This design comes from an exercise in tuning for small area, a short achievable clock period and few clock cycles on the open sky130 flow, not from production work. RTL that was checked went through simulation tests only; none was proved equivalent to the original. Power and IR drop assume default switching activity.

trial 43:
==> flow/design.v (excerpt) <==
module sliding_window_event_assigner_core (
	input  logic                              clk,
	input  logic                              arst_n,
	input  logic                              evt_valid,
	output logic                              evt_ready,
	input  logic [swea_pkg::TIME_W-1:0]       evt_stamp,
	input  logic [swea_pkg::REF_W-1:0]        evt_ref,
	input  logic [swea_pkg::TAG_W-1:0]        evt_tag,
	input  logic                              evt_eom,
	output logic                              res_valid,
	input  logic                              res_ready,
	output logic                              res_kind,
	output logic [swea_pkg::TIME_W-1:0]       res_window_id,
	output logic [swea_pkg::RANK_W-1:0]       res_rank,
	output logic [swea_pkg::REF_W-1:0]        res_ref,
	output logic [swea_pkg::TAG_W-1:0]        res_tag,
	output logic [swea_pkg::TIME_W-1:0]       res_span_low,
	output logic [swea_pkg::TIME_W-1:0]       res_span_high,
	output logic                              res_last,
	input  logic                              psel,
	input  logic                              penable,
	input  logic                              pwrite,
	input  logic [swea_pkg::ADDR_W-1:0]       paddr,
	input  logic [swea_pkg::DATA_W-1:0]       pwdata,
	output logic [swea_pkg::DATA_W-1:0]       prdata,
	output logic                              pready
);
==> flow/config.mk <==
export PLATFORM = sky130hd
export DESIGN_NAME = sliding_window_event_assigner_core
export DESIGN_NICKNAME = sliding_window_event_assigner_core
export VERILOG_FILES = /design/flow/design.v
export SDC_FILE = /design/flow/constraint.sdc
export NUM_CORES = 4
export LEC_CHECK = 0
export CAP_MARGIN = 20
export CORE_MARGIN = 2
export CORE_UTILIZATION = 40
export SLEW_MARGIN = 20
==> flow/constraint.sdc <==
create_clock -name core_clock -period 10.0 [get_ports {clk}]
set_input_delay 2.0000 -clock core_clock [delete_from_list [all_inputs] [get_ports {clk}]]
set_output_delay 2.0000 -clock core_clock [all_outputs]
set_load 0.01 [all_outputs]
standard.sh (not shown) runs the stock make flow with config.mk's settings and CLKGATE_MAP_FILE= SYNTH_SCRIPT=/design/flow/synth_recipe.tcl, a recipe that flattens the netlist after the stock synthesis.
==> flow/flow/run.sh <==
#!/bin/bash
set -euo pipefail
cd "$(dirname "$0")/.."
bash standard.sh SETUP_SLACK_MARGIN=6.5 "BUFFER_PORTS_ARGS=-buffer_cell sky130_fd_sc_hd__buf_1" finish > flow_standard.log 2>&1
Per the final summary, trial 43 finished and its layout is clean on timing, DRC and antenna.
Testbench counts of trial 43, summed over its fixed seeds: cycles 41,102.
> inputs changed (trial 43 -> trial 89)
--- a/flow/design.v
+++ b/flow/design.v
@@ -313,15 +313,15 @@
 		end
 		if (st_q == S_CMOD && cnt_q[1:0] == 2'd0) begin
 			cm1mod_q <= m_nxt[4:0];
 		end
 		if (st_q == S_CBEG) cfg_q <= 1'b1;
 		if (st_q == S_CMOD && cnt_q[1:0] == 2'd0) cfg_q <= 1'b0;
-		if (idle_q || st_q == S_CLOAD) rem_q <= d1_q ? 31'b0 : ld[61:31];
-		else if (st_q == S_CBEG) rem_q <= d_c;
-		else rem_q <= step_rem;
+		if (st_q == S_STEP) rem_q <= step_rem;
+		else if (idle_q || st_q == S_CLOAD) rem_q <= d1_q ? 31'b0 : ld[61:31];
+		else rem_q <= d_c;
 		if (idle_q || st_q == S_CLOAD) begin
 			qr_q <= {ld[30:1], dividend[TW-1] & d1_q};
 			m_q <= {7'b0, dividend[TW-1] & d1_q & !r1_q};
 			cnt_q <= 4'd14 - {1'b0, skip_q};
 			fs_q <= 1'b1;
 		end else if (st_q == S_STEP) begin
==> comparison <==
- The post-cts resize count in trial 43 is 2.0 times that in trial 89.
- Summary of the comparison: synthesized area is lower in trial 89, relative to trial 43.
- Met3 track utilization from global routing in trial 89 vs trial 43: up 0.22 points
- Trial 89 vs. trial 43: number of diodes added for antenna fixing shows an increase of 2; clock transition time at the flip-flop clock pins of the worst setup and hold paths about even; number of buffers outside the clock class in the layout decreased 4.6%.
- Diff trial 43 -> trial 89: overall power now sits lower; fraction of power consumed by sequential logic now sits higher.
- Synthesis-to-layout area growth, trial 89 and trial 43, lower one = trial 89.
- Trial 43 → trial 89: maximum frequency increased about 2%, clock skew decreased 0.0092 ns.
- On clock power share: between trial 89 and trial 43, it ends up higher for trial 89.
The RTL of trial 89 was laid out without a check of its function.

[separate check: timing with driven ports]
Ports are ideal in the flow. The routed layouts listed here were re-timed in OpenROAD.
Step 1 sets driving cells, clkbuf_16 on the clock port and buf_2 on the other inputs (assumed; they add their load-dependent delay and slew).
Step 2, shift: input delay + t, output delay - t, t = (earliest + latest rising clock arrival at the registers) / 2. This alone moves slack from input paths to output paths.
Three values: ideal ports, drivers, drivers and shift; two values: the first two.
run | t (ns) | setup WS [ns] | clock arrival spread, ns | worst slew at a driven data input, ns | cell pins on the clock port's net
trial 43 | 0.694 | 6.426 / 6.426 / 6.040 | 0.025 / 0.025 | 0.14 | 1
trial 89 | 0.688 | 6.495 / 6.495 / 6.046 | 0.015 / 0.014 | 0.09 | 1
After both steps setup and hold are still met in every run listed. The setup slack of trial 89, which loses most, moves by 0.000 ns with the drivers and by -0.449 ns with both steps.
